Context: an optimization exercise on an open-source flow, tuned for small area, a short achievable clock period and few clock cycles per item. The choices shown serve that exercise and are no tape-out recipe.
At most, simulation tests tie the RTL to the original design; equivalence was not proved.
Power figures rest on the tool's default switching activity, not on a simulated workload.

// ignition_advance_curve_lookup
module ignition_advance_curve_lookup (
  input  logic        clk,
  input  logic        rst,
  input  logic        write_enable,
  input  logic [1:0]  write_index,
  input  logic [15:0] write_data,
  input  logic        in_valid,
  output logic        in_stall,
  input  logic [15:0] engine_speed,
  output logic        out_valid,
  input  logic        out_stall,
  output logic [11:0] spark_advance,
  output logic [1:0]  speed_region
);
clock: 7.0 ns
lec_check: 0
abc_area: 1
cap_margin: 20
core_margin: 2
core_utilization: 40
setup_slack_margin: 3.3
slew_margin: 20
run.sh (not shown) runs the stock make flow with config.mk's settings and CLKGATE_MAP_FILE= SYNTH_SCRIPT=/design/flow/synth_recipe.tcl, a recipe that flattens the netlist after the stock synthesis.
Testbench counts at the start, summed over its fixed seeds: cycles 9,640, items 9,600.
Change:
ABC_AREA = not set   (was 1)
CORE_UTILIZATION = 60   (was 40)
After rerunning: Combinational power goes down by about 3%. Routed wire length goes down by 1.2%. Hold slack gets better by 0.0088 ns. Setup slack gets worse by 0.23 ns. Synthesized cell count goes down by 17%.
Change:
ABC_AREA = 1   (was not set)
CORE_UTILIZATION = 40   (was 60)
SETUP_SLACK_MARGIN = 3.9   (was 3.3)
The changed run ran to the end with no violations.
Die area grows by 53%.
Global-route usage drops by 7.1 points.
Sequential cell count stays the same.
Via count rose by 11%.
Final cell count grows by 31%.
Change:
CORE_UTILIZATION = 55   (was 40)
SETUP_SLACK_MARGIN = 3.6   (was 3.9)
Outcome: The new run passed the timing, design-rule and antenna checks. Cell count falls by roughly a tenth. Wire length falls by roughly a tenth. Hold slack barely changes. Non-clock buffer count falls by 57. Total power falls by roughly a tenth. Flip-flop and latch count does not change. First-iteration DRC count rises slightly. Design area falls by roughly a tenth. Utilization rises by 13 points.
Change:
CORE_UTILIZATION = 40   (was 55)
PLACE_DENSITY = 0.7   (was not set)
=> Fmax went up by 1.3%; critical path depth went down by 2; global-route usage is lower by 6.2 points; design area grows by about 2.1%; sequential power stays flat; total power increases by 1.8%; via count went up by about 2.2%.

* * *

Setup of violet:
Another version of the RTL of ignition_advance_curve_lookup (not shown whole).
For scale: roughly 1100 cells after synthesis, roughly 170 flip-flops, roughly 55 I/O pins, ~10000 sq um of cells after synthesis.
export LEC_CHECK = 0
export ABC_CLOCK_PERIOD_IN_PS = 2000
export CAP_MARGIN = 20
export CORE_MARGIN = 2
export CORE_UTILIZATION = 40
export SETUP_SLACK_MARGIN = 4.5
export SLEW_MARGIN = 20
create_clock -name core_clock -period 7.0 [get_ports {clk}]
For indigo, these inputs were changed with respect to violet:
# violet
export LEC_CHECK = 0
export ABC_CLOCK_PERIOD_IN_PS = 2000
export CAP_MARGIN = 20
export CORE_MARGIN = 2
export CORE_UTILIZATION = 40
export SETUP_SLACK_MARGIN = 4.5
export SLEW_MARGIN = 20
create_clock -name core_clock -period 7.0 [get_ports {clk}]
# indigo
export LEC_CHECK = 0
export CAP_MARGIN = 20
export CORE_MARGIN = 2
export CORE_UTILIZATION = 40
export SLEW_MARGIN = 20
create_clock -name core_clock -period 7.0 [get_ports {clk}]
### Flow results
Wire length of the first global-routing pass: lower on indigo. For layout multi-input combinational cell count, indigo and violet come out practically identical. Final routed wire length divided by cell count (higher): violet. For the fmax, indigo came in 46 MHz lower than violet did. Summary of indigo over violet: peak supply drop down about 30%, multi-input gate area in the final layout went down by 19%, non-clock buffer count in the final layout lower. Taking violet as the reference point, the power share of the clock group of indigo rises by 5.1 points.
[inputs] willow vs indigo
# indigo
export LEC_CHECK = 0
export CAP_MARGIN = 20
export CORE_MARGIN = 2
export CORE_UTILIZATION = 40
export SLEW_MARGIN = 20
create_clock -name core_clock -period 7.0 [get_ports {clk}]
# willow
export LEC_CHECK = 0
export CAP_MARGIN = 20
export CORE_MARGIN = 2
export CORE_UTILIZATION = 40
export SETUP_SLACK_MARGIN = 4.5
export SLEW_MARGIN = 20
create_clock -name core_clock -period 7.0 [get_ports {clk}]
--- outcome ---
Re area added between synthesis and finish: willow is 25 points up on indigo.
Taking indigo as the reference, in willow combinational share of power rose 12 points, routed via count divided by cell count about even.
NOTE: cell count in willow exceeds that of indigo
Delta (willow minus indigo): combined area of the multi-input logic cells climbed about 23%, multi-input combinational cell count barely changed, area of the die barely changed.
Count of sequential standard cells came out exactly the same in indigo and willow.
No run of this note included a check of the RTL's function; only the layout flow was run.

==> afterwards: timing with drivers on the ports <==
How much do the figures lean on ideal ports? The routed layouts below were timed once more, with nothing changed but the port constraints. Step 1 sets driving cells, clkbuf_16 on the clock port and buf_2 on the other inputs (assumed; they add their load-dependent delay and slew). Step 2, shift: input delay + t, output delay - t, t = (earliest + latest rising clock arrival at the registers) / 2. This alone moves slack from input paths to output paths. a / b / c = ideal ports / drivers / drivers and shift; a / b = the first two.
| run | t (ns) | slack for setup (ns) | hold WS [ns] | clock arrival spread, ns | slew at the worst register clock pin (ns) |
|---|---|---|---|---|---|
| the first run of note 1 | 0.464 | 3.491 / 3.491 / 3.073 | 0.418 / 0.418 / 0.418 | 0.014 / 0.014 | 0.07 / 0.07 |
| the second run of note 1 | 0.471 | 3.260 / 3.260 / 2.943 | 0.427 / 0.427 / 0.427 | 0.013 / 0.013 | 0.07 / 0.07 |
| the third run of note 1 | 0.479 | 3.667 / 3.667 / 3.582 | 0.419 / 0.419 / 0.419 | 0.026 / 0.026 | 0.08 / 0.08 |
| the fourth run of note 1 | 0.465 | 3.584 / 3.584 / 3.319 | 0.419 / 0.419 / 0.419 | 0.015 / 0.015 | 0.07 / 0.07 |
| the fifth run of note 1 | 0.471 | 3.629 / 3.629 / 3.351 | 0.416 / 0.416 / 0.416 | 0.016 / 0.016 | 0.08 / 0.08 |
| violet | 0.469 | 3.453 / 3.453 / 3.437 | 0.414 / 0.414 / 0.414 | 0.014 / 0.013 | 0.08 / 0.08 |
| indigo | 0.464 | 2.768 / 2.768 / 2.339 | 0.441 / 0.441 / 0.441 | 0.018 / 0.018 | 0.07 / 0.07 |
| willow | 0.469 | 3.453 / 3.453 / 3.437 | 0.414 / 0.414 / 0.414 | 0.014 / 0.013 | 0.08 / 0.08 |
After both steps setup and hold are still met in every run listed. For indigo, which loses most, drivers alone change the setup slack by 0.000 ns; drivers and shift together by -0.429 ns.
